From an optimization exercise on the open Yosys and OpenROAD flow, aimed at a short achievable clock period and few clock cycles; shortcuts taken in it are not production practice.
Function was checked by simulation only, so behaviour that the tests miss may differ from the original.
No activity file was given, so power comes from the tool's default toggle rates.

==> flow/run.sh <==
#!/bin/bash
# synth_recipe.tcl (not shown) runs the flow's synth.tcl, then flattens the netlist and writes it again
# the make line also repeats each setting of config.mk as NAME=value (left out here)
make -C /OpenROAD-flow-scripts/flow DESIGN_CONFIG=/design/flow/config.mk WORK_HOME=/design/flow/orfs CLKGATE_MAP_FILE= SYNTH_SCRIPT=/design/flow/synth_recipe.tcl finish
==> flow/config.mk <==
export PLATFORM = sky130hd
export DESIGN_NAME = icache_top
export DESIGN_NICKNAME = icache_top
export VERILOG_FILES = /design/flow/design.v
export SDC_FILE = /design/flow/constraint.sdc
export NUM_CORES = 4
export LEC_CHECK = 0
export CAP_MARGIN = 20
export CORE_MARGIN = 2
export CORE_UTILIZATION = 40
export SLEW_MARGIN = 20
==> flow/constraint.sdc <==
create_clock -name core_clock -period 6.0 [get_ports {clk_i}]
set_input_delay 1.2000 -clock core_clock [delete_from_list [all_inputs] [get_ports {clk_i}]]
set_output_delay 1.2000 -clock core_clock [all_outputs]
set_load 0.01 [all_outputs]
==> flow/design.v <==
`default_nettype none
package icache_pkg;
   localparam int FETCH_ADDR_WIDTH = 32;
   localparam int FETCH_DATA_WIDTH = 32;
   localparam int NB_WAYS          = 2;
   localparam int NB_SETS          = 16;
   localparam int SET_ID_WIDTH     = 4;
   localparam int OFFSET_WIDTH     = 2;
   localparam int SET_ID_LSB       = 2;
   localparam int SET_ID_MSB       = 5;
   localparam int TAG_LSB          = 6;
   localparam int TAG_WIDTH        = 26;
   localparam int RESP_BUF_DEPTH   = 2;
   localparam int RESP_PTR_WIDTH   = 1;
   localparam int RESP_CNT_WIDTH   = 2;
   typedef enum logic [2:0] {
      IDLE,
      LOOKUP,
      REFILL_REQ,
      REFILL_WAIT,
      FLUSH
   } ctrl_state_e;
endpackage
`default_nettype wire
`timescale 1ns/1ps
`default_nettype none
import icache_pkg::*;
module icache_data_store
(
   input  wire logic                             clk_i,
   input  wire logic                             rd_en_i,
   input  wire logic [SET_ID_WIDTH-1:0]          set_id_i,
   input  wire logic [NB_WAYS-1:0]               way_we_i,
   input  wire logic [FETCH_DATA_WIDTH-1:0]      data_wdata_i,
   output logic [NB_WAYS-1:0][FETCH_DATA_WIDTH-1:0] data_rdata_o
);
   logic [FETCH_DATA_WIDTH-1:0] data_mem_q [NB_WAYS][NB_SETS];
   always_ff @(posedge clk_i)
   begin
      for (int w = 0; w < NB_WAYS; w++)
      begin
         if (way_we_i[w])
            data_mem_q[w][set_id_i] <= data_wdata_i;
         if (rd_en_i)
            data_rdata_o[w] <= data_mem_q[w][set_id_i];
      end
   end
endmodule
`default_nettype wire
`timescale 1ns/1ps
`default_nettype none
import icache_pkg::*;
module icache_tag_store
(
   input  wire logic                        clk_i,
   input  wire logic                        rst_n_i,
   input  wire logic                        rd_en_i,
   input  wire logic [SET_ID_WIDTH-1:0]     set_id_i,
   input  wire logic [NB_WAYS-1:0]          way_we_i,
   input  wire logic [TAG_WIDTH-1:0]        tag_wdata_i,
   input  wire logic                        flush_all_i,
   output logic [NB_WAYS-1:0][TAG_WIDTH-1:0] tag_rdata_o,
   output logic [NB_WAYS-1:0]               valid_rdata_o,
   output logic [$clog2(NB_WAYS)-1:0]       victim_way_o
);
   logic [TAG_WIDTH-1:0]                      tag_mem_q [NB_WAYS][NB_SETS];
   logic [NB_WAYS-1:0][NB_SETS-1:0]           valid_q;
   logic [NB_SETS-1:0][$clog2(NB_WAYS)-1:0]   victim_q;
   always_ff @(posedge clk_i)
   begin
      if (!rst_n_i)
      begin
         valid_q  <= '0;
         victim_q <= '0;
      end
      else if (flush_all_i)
         valid_q <= '0;
      else if (|way_we_i)
      begin
         for (int w = 0; w < NB_WAYS; w++)
            if (way_we_i[w])
               valid_q[w][set_id_i] <= 1'b1;
         victim_q[set_id_i] <= victim_q[set_id_i] + 1'b1;
      end
   end
   always_ff @(posedge clk_i)
   begin
      for (int w = 0; w < NB_WAYS; w++)
         if (way_we_i[w])
            tag_mem_q[w][set_id_i] <= tag_wdata_i;
   end
   always_ff @(posedge clk_i)
   begin
      if (rd_en_i)
      begin
         for (int w = 0; w < NB_WAYS; w++)
         begin
            tag_rdata_o[w]   <= tag_mem_q[w][set_id_i];
            valid_rdata_o[w] <= valid_q[w][set_id_i];
         end
         victim_way_o <= victim_q[set_id_i];
      end
   end
endmodule
`default_nettype wire
`timescale 1ns/1ps
`default_nettype none
import icache_pkg::*;
module refill_resp_buffer
(
   input  wire logic                        clk_i,
   input  wire logic                        rst_n_i,
   input  wire logic                        push_valid_i,
   input  wire logic [FETCH_DATA_WIDTH-1:0] push_data_i,
   input  wire logic                        resp_pop_i,
   output logic                             resp_valid_o,
   output logic [FETCH_DATA_WIDTH-1:0]      resp_data_o
);
   logic [FETCH_DATA_WIDTH-1:0] buf_mem_q [RESP_BUF_DEPTH];
   logic [RESP_PTR_WIDTH-1:0]   head_q;
   logic [RESP_PTR_WIDTH-1:0]   tail_q;
   logic [RESP_CNT_WIDTH-1:0]   count_q;
   logic                        full;
   assign full         = (count_q == RESP_CNT_WIDTH'(RESP_BUF_DEPTH));
   assign resp_valid_o = (count_q != '0);
   assign resp_data_o  = buf_mem_q[head_q];
   always_ff @(posedge clk_i)
   begin
      if (!rst_n_i)
      begin
         head_q  <= '0;
         tail_q  <= '0;
         count_q <= '0;
      end
      else
      begin
         if (push_valid_i)
            tail_q <= tail_q + 1'b1;
         if (resp_pop_i)
            head_q <= head_q + 1'b1;
         case ({push_valid_i, resp_pop_i})
            2'b10:   count_q <= count_q + 1'b1;
            2'b01:   count_q <= count_q - 1'b1;
            default: count_q <= count_q;
         endcase
      end
   end
   always_ff @(posedge clk_i)
   begin
      if (push_valid_i)
         buf_mem_q[tail_q] <= push_data_i;
   end
endmodule
`default_nettype wire
`timescale 1ns/1ps
`default_nettype none
import icache_pkg::*;
module icache_ctrl
(
   input  wire logic                                 clk_i,
   input  wire logic                                 rst_n_i,
   input  wire logic                                 fetch_req_i,
   input  wire logic [FETCH_ADDR_WIDTH-1:0]          fetch_addr_i,
   output logic                                      fetch_gnt_o,
   output logic                                      fetch_rvalid_o,
   output logic [FETCH_DATA_WIDTH-1:0]               fetch_rdata_o,
   input  wire logic                                 flush_icache_i,
   output logic                                      cache_is_flushed_o,
   output logic                                      refill_req_o,
   input  wire logic                                 refill_gnt_i,
   output logic [FETCH_ADDR_WIDTH-1:0]               refill_addr_o,
   output logic                                      rd_en_o,
   output logic [SET_ID_WIDTH-1:0]                   set_id_o,
   output logic [NB_WAYS-1:0]                        way_we_o,
   output logic [TAG_WIDTH-1:0]                      tag_wdata_o,
   output logic [FETCH_DATA_WIDTH-1:0]               data_wdata_o,
   output logic                                      flush_all_o,
   input  wire logic [NB_WAYS-1:0][TAG_WIDTH-1:0]    tag_rdata_i,
   input  wire logic [NB_WAYS-1:0]                   valid_rdata_i,
   input  wire logic [$clog2(NB_WAYS)-1:0]           victim_way_i,
   input  wire logic [NB_WAYS-1:0][FETCH_DATA_WIDTH-1:0] data_rdata_i,
   input  wire logic                                 resp_valid_i,
   input  wire logic [FETCH_DATA_WIDTH-1:0]          resp_data_i,
   output logic                                      resp_pop_o
);
   icache_pkg::ctrl_state_e     state_q;
   icache_pkg::ctrl_state_e               state_d;
   logic [FETCH_ADDR_WIDTH-1:0] addr_q;
   logic                        refill_done_q;
   logic [FETCH_DATA_WIDTH-1:0] refill_data_q;
   logic [NB_WAYS-1:0]          hit_way;
   logic                        hit;
   logic [FETCH_DATA_WIDTH-1:0] hit_data;
   always_comb
   begin
      hit_data = '0;
      for (int w = 0; w < NB_WAYS; w++)
      begin
         hit_way[w] = valid_rdata_i[w] && (tag_rdata_i[w] == addr_q[TAG_LSB +: TAG_WIDTH]);
         if (hit_way[w])
            hit_data = hit_data | data_rdata_i[w];
      end
   end
   assign hit = |hit_way;
   assign fetch_rvalid_o = ((state_q == LOOKUP) && hit) || refill_done_q;
   assign fetch_rdata_o  = refill_done_q ? refill_data_q : hit_data;
   assign refill_addr_o  = {addr_q[FETCH_ADDR_WIDTH-1:OFFSET_WIDTH], {OFFSET_WIDTH{1'b0}}};
   assign tag_wdata_o    = addr_q[TAG_LSB +: TAG_WIDTH];
   assign data_wdata_o   = resp_data_i;
   always_comb
   begin
      state_d            = state_q;
      fetch_gnt_o        = 1'b0;
      rd_en_o            = 1'b0;
      set_id_o           = addr_q[SET_ID_MSB:SET_ID_LSB];
      way_we_o           = '0;
      flush_all_o        = 1'b0;
      resp_pop_o         = 1'b0;
      refill_req_o       = 1'b0;
      cache_is_flushed_o = 1'b0;
      case (state_q)
         IDLE:
         begin
            if (flush_icache_i)
            begin
               flush_all_o = 1'b1;
               state_d     = FLUSH;
            end
            else
            begin
               fetch_gnt_o = 1'b1;
               set_id_o    = fetch_addr_i[SET_ID_MSB:SET_ID_LSB];
               if (fetch_req_i)
               begin
                  rd_en_o = 1'b1;
                  state_d = LOOKUP;
               end
            end
         end
         LOOKUP:
         begin
            state_d = hit ? IDLE : REFILL_REQ;
         end
         REFILL_REQ:
         begin
            refill_req_o = 1'b1;
            if (refill_gnt_i)
               state_d = REFILL_WAIT;
         end
         REFILL_WAIT:
         begin
            if (resp_valid_i)
            begin
               resp_pop_o = 1'b1;
               way_we_o   = NB_WAYS'(1) << victim_way_i;
               state_d    = IDLE;
            end
         end
         FLUSH:
         begin
            cache_is_flushed_o = 1'b1;
            state_d            = IDLE;
         end
         default:
         begin
            state_d = IDLE;
         end
      endcase
   end
   always_ff @(posedge clk_i)
   begin
      if (!rst_n_i)
      begin
         state_q       <= IDLE;
         refill_done_q <= 1'b0;
      end
      else
      begin
         state_q       <= state_d;
         refill_done_q <= resp_pop_o;
      end
   end
   always_ff @(posedge clk_i)
   begin
      if (fetch_req_i && fetch_gnt_o)
         addr_q <= fetch_addr_i;
      if (resp_pop_o)
         refill_data_q <= resp_data_i;
   end
endmodule
`default_nettype wire
`timescale 1ns/1ps
`default_nettype none
import icache_pkg::*;
module icache_top
(
   input  wire logic                        clk_i,
   input  wire logic                        rst_n_i,
   input  wire logic                        fetch_req_i,
   input  wire logic [FETCH_ADDR_WIDTH-1:0] fetch_addr_i,
   output logic                             fetch_gnt_o,
   output logic                             fetch_rvalid_o,
   output logic [FETCH_DATA_WIDTH-1:0]      fetch_rdata_o,
   output logic                             refill_req_o,
   input  wire logic                        refill_gnt_i,
   output logic [FETCH_ADDR_WIDTH-1:0]      refill_addr_o,
   input  wire logic                        refill_r_valid_i,
   input  wire logic [FETCH_DATA_WIDTH-1:0] refill_r_data_i,
   input  wire logic                        flush_icache_i,
   output logic                             cache_is_flushed_o
);
   logic                                    rd_en;
   logic [SET_ID_WIDTH-1:0]                 set_id;
   logic [NB_WAYS-1:0]                      way_we;
   logic [TAG_WIDTH-1:0]                    tag_wdata;
   logic [FETCH_DATA_WIDTH-1:0]             data_wdata;
   logic                                    flush_all;
   logic [NB_WAYS-1:0][TAG_WIDTH-1:0]       tag_rdata;
   logic [NB_WAYS-1:0]                      valid_rdata;
   logic [$clog2(NB_WAYS)-1:0]              victim_way;
   logic [NB_WAYS-1:0][FETCH_DATA_WIDTH-1:0] data_rdata;
   logic                                    resp_valid;
   logic [FETCH_DATA_WIDTH-1:0]             resp_data;
   logic                                    resp_pop;
   icache_ctrl i_icache_ctrl (
      .clk_i              ( clk_i              ),
      .rst_n_i            ( rst_n_i            ),
      .fetch_req_i        ( fetch_req_i        ),
      .fetch_addr_i       ( fetch_addr_i       ),
      .fetch_gnt_o        ( fetch_gnt_o        ),
      .fetch_rvalid_o     ( fetch_rvalid_o     ),
      .fetch_rdata_o      ( fetch_rdata_o      ),
      .flush_icache_i     ( flush_icache_i     ),
      .cache_is_flushed_o ( cache_is_flushed_o ),
      .refill_req_o       ( refill_req_o       ),
      .refill_gnt_i       ( refill_gnt_i       ),
      .refill_addr_o      ( refill_addr_o      ),
      .rd_en_o            ( rd_en              ),
      .set_id_o           ( set_id             ),
      .way_we_o           ( way_we             ),
      .tag_wdata_o        ( tag_wdata          ),
      .data_wdata_o       ( data_wdata         ),
      .flush_all_o        ( flush_all          ),
      .tag_rdata_i        ( tag_rdata          ),
      .valid_rdata_i      ( valid_rdata        ),
      .victim_way_i       ( victim_way         ),
      .data_rdata_i       ( data_rdata         ),
      .resp_valid_i       ( resp_valid         ),
      .resp_data_i        ( resp_data          ),
      .resp_pop_o         ( resp_pop           )
   );
   icache_tag_store i_icache_tag_store (
      .clk_i         ( clk_i       ),
      .rst_n_i       ( rst_n_i     ),
      .rd_en_i       ( rd_en       ),
      .set_id_i      ( set_id      ),
      .way_we_i      ( way_we      ),
      .tag_wdata_i   ( tag_wdata   ),
      .flush_all_i   ( flush_all   ),
      .tag_rdata_o   ( tag_rdata   ),
      .valid_rdata_o ( valid_rdata ),
      .victim_way_o  ( victim_way  )
   );
   icache_data_store i_icache_data_store (
      .clk_i        ( clk_i      ),
      .rd_en_i      ( rd_en      ),
      .set_id_i     ( set_id     ),
      .way_we_i     ( way_we     ),
      .data_wdata_i ( data_wdata ),
      .data_rdata_o ( data_rdata )
   );
   refill_resp_buffer i_refill_resp_buffer (
      .clk_i        ( clk_i            ),
      .rst_n_i      ( rst_n_i          ),
      .push_valid_i ( refill_r_valid_i ),
      .push_data_i  ( refill_r_data_i  ),
      .resp_pop_i   ( resp_pop         ),
      .resp_valid_o ( resp_valid       ),
      .resp_data_o  ( resp_data        )
   );
endmodule
`default_nettype wire
==> PnR_summary.wiki <==
{| class="wikitable"
! Metric !! Value
|-
| Status || timing/DRC/antenna clean
|-
| Worst reg-to-reg setup slack || 1.63 ns
|-
| Utilization after layout || 0.458
|-
| Tightest Hold Check Type || flop to flop
|-
| Share of the yosys chip area belonging to registers || 0.773
|-
| Minimum period implied by the final worst setup slack || between 5 and 6 ns
|-
| Worst-path maximum fanout || 34
|-
| Count of vias placed by the detailed router || slightly below 50,000
|-
| DIE AREA || 0.211 mm²
|-
| Vias in the first global route || ~47,000
|-
| Max-Cap Viols || 0
|-
| CTS clk-pin slew, worst paths || about 0.06 ns
|-
| Routability congestion estimate || just over 0.8
|-
| Asr flop ratio synth || 0
|-
| Number of cells on the worst reg-to-reg path || 6
|-
| Global-route wire length before repair || around 330,000 µm
|-
| Clk sinks || approximately 2,200
|-
| Worst Max-Slew Pin Slew || about 1.1 ns
|-
| # rows || between 150 and 200
|-
| Maximum number of pins on one net before global-route repair || between 150 and 200
|-
| Initial drt markers || between 5,000 and 6,000
|-
| Routed wire length per instance || between 20 and 30 µm
|-
| Final worst setup slack || a little over 0.1 ns
|-
| Number of antenna violations at the first check in global routing || 2
|-
| Total iterations of the first detailed-routing run || 6
|-
| Crit path launch type || flop
|-
| Placeable core area || around 0.21 mm²
|-
| Max VDD drop || 368 µV
|-
| Clock skew || around 0.053 ns
|-
| Worst slew margin relative to its limit || 0.269
|-
| CTS H-tree depth || 4
|-
| Crit Path Category || flop to output port
|-
| Horizontal die dimension || 460 µm
|-
| Average instance area after synthesis || 14.9 µm²
|-
| Reg2Reg Launch Point || i_icache_ctrl.state_q[0]
|-
| Endpoint of the most critical register-to-register path || i_icache_tag_store.tag_mem_q[30][21]
|-
| CTS tree || yes
|-
| Share of cells above drive strength 1 || 0.107
|-
| Top-level port count || 138
|-
| Total power divided by cell area || ~340 mW/mm²
|-
| Number of hold-slack violations in the final timing report || 0
|-
| Port-buffer cells || around 130
|-
| Unrepaired setup endpoints after global routing || no
|-
| Number of distinct library cells after synthesis || between 50 and 60
|-
| Static leakage || between 30 and 40 nW
|-
| Required time at the worst-slack endpoint || about 4.8 ns
|-
| Number of buffers on the longest clock path || 3
|-
| Number of enable-type register cells in the synthesized netlist || about 2,100
|-
| Register bit count reported by yosys || approximately 2,200
|-
| Combined global-route utilization of all metal layers || 0.214
|-
| Clock Latency Late Sink || roughly 0.85 ns
|-
| Ant diodes || 0
|-
| Vias/cell || roughly 5.7
|-
| Placed wire-length estimate || 114,000 µm
|-
| Pins over their slew limit || 0
|-
| Top FF cell, synth || sky130_fd_sc_hd__edfxtp_1
|-
| Number of instances in the synthesized netlist || around 5,600
|-
| Post-synthesis instance area || between 0.08 and 0.09 mm²
|-
| Hold EP || i_icache_tag_store.valid_q[2]
|-
| CP endpoint kind || output port
|-
| Fin crit share || 0.983
|-
| CP Launch Point || i_icache_ctrl.addr_q[24]
|-
| Post-place setup slack || roughly 0.44 ns
|-
| Min-delay src || i_icache_tag_store.valid_q[2]
|-
| # setup viols final || 0
|-
| Floorplan die height || ~460 µm
|-
| Buffer type at the clock tree root || sky130_fd_sc_hd__clkbuf_16
|-
| Wirelength, routed || between 200,000 and 250,000 µm
|-
| Number of clock buffers inserted by TritonCTS || 210
|-
| Data arrival at the endpoint of the critical path || ~4.7 ns
|-
| Synth warnings || 4
|-
| Synthesis-to-layout area growth || 14.1%
|-
| Remaining global-route overflow || 0
|-
| Maximum frequency from static timing analysis || around 0.17 GHz
|-
| Nets || about 5,800
|-
| Number of instances on the worst hold path || 2
|-
| ANT nets after route || 0
|-
| Remaining DRCs || 0
|-
| Starting density of the core || 0.402
|}
-- metal layers --
| metal | vias to the layer above | track usage | wire length, µm |
|---|---|---|---|
| met5 | - | 0 | 20 |
| met4 | 2 | 0.0553 | 5300 |
| met3 | 315 | 0.0325 | 16900 |
| met1 | 25394 | 0.293 | 95000 |
| met2 | 2052 | 0.356 | 112000 |
| li1 | 21325 | - | - |
-- cell families (layout without fill, tap and decap cells) --
| group | count (synthesis) | after routing | synth area share |
|---|---|---|---|
| AOI/OAI and AO/OA | 605 | 605 | 0.0493 |
| DFF | 2158 | 2158 | 0.773 |
| other | 1 | 2 | 0.0000451 |
| muxes | 158 | 158 | 0.0374 |
| buffers and inverters | 358 | 672 | 0.0187 |
| and+or+nand+nor | 2244 | 2244 | 0.114 |
| adders and majority gates | 9 | 9 | 0.00136 |
| xor gates and xnor gates | 55 | 55 | 0.00580 |
-- area by class of cell --
cell class              instances  area (µm²)
fillers                     17921      112000
inverters                       9        65.1
well taps                    2704        3380
clock buffers                 261        5490
multi-input cells            3073       17700
repair buffers                279        2850
flip-flops and latches       2158       64200
clock inverters               123        1110
-- cells in the final DEF, fill, tap and decap left out, types with 49 or more instances in the layout --
| master | instances |
|---|---|
| sky130_fd_sc_hd__clkinv_1 | 61 |
| sky130_fd_sc_hd__a311oi_1 | 119 |
| sky130_fd_sc_hd__dfxtp_1 | 55 |
| sky130_fd_sc_hd__edfxtp_1 | 2101 |
| sky130_fd_sc_hd__o21ai_0 | 165 |
| sky130_fd_sc_hd__clkbuf_1 | 49 |
| sky130_fd_sc_hd__buf_4 | 112 |
| sky130_fd_sc_hd__o211ai_1 | 118 |
| sky130_fd_sc_hd__clkbuf_16 | 212 |
| sky130_fd_sc_hd__a31oi_1 | 124 |
| sky130_fd_sc_hd__nand2_1 | 1502 |
| sky130_fd_sc_hd__xnor2_1 | 54 |
| sky130_fd_sc_hd__nand3_1 | 494 |
| sky130_fd_sc_hd__clkdlybuf4s50_1 | 133 |
| sky130_fd_sc_hd__and3_1 | 125 |
| sky130_fd_sc_hd__mux4_2 | 118 |
-- worst max-delay path by stage --
stage	endpoint	slack, ns
2_1_floorplan	i_icache_data_store.data_mem_q[13][0]	-0.52
3_3_place_gp	i_icache_tag_store.tag_mem_q[30][23]	0.50
3_5_place_dp	i_icache_tag_store.tag_mem_q[30][23]	0.44
4_1_cts	fetch_rdata_o[2]	0.06
5_1_grt	fetch_rdata_o[18]	0.006
6_report	fetch_rdata_o[21]	0.10
-- where the power goes --
group          switching [mW]  internal, mW  leakage, nW
clock network            5.65          7.13         3.20
logic                    1.75         0.747         8.00
registers              0.0668          16.7         19.4
-- through the flow --
stage          total power [mW]  hold WS (ns)  setup TNS [ns]  instances  cell area, µm²
2_1_floorplan              18.7         0.420         -245.21       5589           83200
3_3_place_gp               19.6         0.438               0       8222           88200
3_5_place_dp               19.6         0.445               0       8223           88200
4_1_cts                    32.2         0.458               0       8607           94800
5_1_grt                    33.0         0.478               0       8607           94800
6_report                   32.1         0.457               0       8607           94800
-- synthesized netlist by cell type, types with 2 or more instances --
cell / n / share of area
sky130_fd_sc_hd__a21oi_1: 14 / 0.00084
sky130_fd_sc_hd__a22o_1: 4 / 0.00042
sky130_fd_sc_hd__a22oi_1: 33 / 0.0030
sky130_fd_sc_hd__a311oi_1: 119 / 0.013
sky130_fd_sc_hd__a31oi_1: 124 / 0.0093
sky130_fd_sc_hd__a32oi_1: 2 / 0.00021
sky130_fd_sc_hd__a41oi_1: 2 / 0.00021
sky130_fd_sc_hd__and2_1: 7 / 0.00053
sky130_fd_sc_hd__and3_1: 125 / 0.0094
sky130_fd_sc_hd__buf_1: 20 / 0.00090
sky130_fd_sc_hd__buf_2: 80 / 0.0048
sky130_fd_sc_hd__buf_4: 12 / 0.0011
sky130_fd_sc_hd__buf_6: 9 / 0.0012
sky130_fd_sc_hd__clkbuf_1: 228 / 0.010
sky130_fd_sc_hd__dfxtp_1: 57 / 0.014
sky130_fd_sc_hd__edfxtp_1: 2101 / 0.76
sky130_fd_sc_hd__ha_1: 9 / 0.0014
sky130_fd_sc_hd__inv_1: 7 / 0.00032
sky130_fd_sc_hd__mux2_2: 33 / 0.0045
sky130_fd_sc_hd__mux2i_1: 5 / 0.00060
sky130_fd_sc_hd__mux4_2: 118 / 0.032
sky130_fd_sc_hd__nand2_1: 1503 / 0.068
sky130_fd_sc_hd__nand2b_1: 2 / 0.00015
sky130_fd_sc_hd__nand3_1: 494 / 0.030
sky130_fd_sc_hd__nand4_1: 16 / 0.0012
sky130_fd_sc_hd__nor2_1: 73 / 0.0033
sky130_fd_sc_hd__nor2b_1: 3 / 0.00023
sky130_fd_sc_hd__nor3_1: 6 / 0.00036
sky130_fd_sc_hd__nor3b_1: 3 / 0.00027
sky130_fd_sc_hd__nor4_1: 2 / 0.00015
sky130_fd_sc_hd__o211ai_1: 118 / 0.011
sky130_fd_sc_hd__o21ai_0: 165 / 0.0099
sky130_fd_sc_hd__o21ai_1: 3 / 0.00018
sky130_fd_sc_hd__o31ai_1: 14 / 0.0013
sky130_fd_sc_hd__or2_2: 2 / 0.00015
sky130_fd_sc_hd__or3_1: 2 / 0.00015
sky130_fd_sc_hd__or4_1: 2 / 0.00018
sky130_fd_sc_hd__xnor2_1: 55 / 0.0058
-- flip-flops by register name, indices dropped and copies added, names as in the netlist, named ones only --
signal	cells
i_refill_resp_buffer.count_q	2
i_icache_ctrl.addr_q	30
i_icache_tag_store.tag_mem_q	832
i_icache_tag_store.valid_rdata_o	2
i_refill_resp_buffer.tail_q	1
i_icache_tag_store.victim_q	16
i_icache_tag_store.valid_q	31
i_icache_data_store.data_rdata_o	64
i_icache_ctrl.refill_done_q	1
i_icache_tag_store.tag_rdata_o	52
i_refill_resp_buffer.buf_mem_q	64
i_refill_resp_buffer.head_q	1
i_icache_data_store.data_mem_q	1024
i_icache_ctrl.refill_data_q	32
i_icache_ctrl.state_q	3
i_icache_tag_store.victim_way_o	1
-- critical path, cell delays in order, from the launching register on --
cell	delay [ns]
sky130_fd_sc_hd__edfxtp_1	0.43
sky130_fd_sc_hd__buf_4	0.27
sky130_fd_sc_hd__xnor2_2	0.33
sky130_fd_sc_hd__nand4_1	0.18
sky130_fd_sc_hd__or4_1	0.62
sky130_fd_sc_hd__nor4_2	0.42
sky130_fd_sc_hd__buf_12	0.31
sky130_fd_sc_hd__a22oi_1	0.23
sky130_fd_sc_hd__o21ai_0	0.25
sky130_fd_sc_hd__buf_4	0.19
sky130_fd_sc_hd__clkdlybuf4s50_1	0.54
-- timing repair --
action | in CTS | in global routing
buffers inserted | 0 | 0
setup endpoints to repair | 10 | 0
gates resized for setup | 2 | 0
hold buffers | 0 | 0
Testbench counts, summed over its fixed seeds: cycles 94,718.

[separate check: timing with driven ports]
The flow's constraints put no driver on any port. The routed layout listed below was extracted and timed again, unchanged, in two steps.
Step 1: set_driving_cell puts a clkbuf_16 on clk_i and a buf_2 on each other input, an assumption about the parent block.
Step 2, shift: input delay + t, output delay - t, t = (earliest + latest rising clock arrival at the registers) / 2. This alone moves slack from input paths to output paths.
a / b / c = ideal / step 1 / step 2; a / b = the first two.
t, ns: 0.922
setup WS [ns]: 0.101 / 0.012 / 0.465
hold slack, ns: 0.457 / 0.457 / 0.457
After both steps setup and hold are still met in this run. The setup slack of this run moves by -0.089 ns with the drivers and by +0.364 ns with both steps.
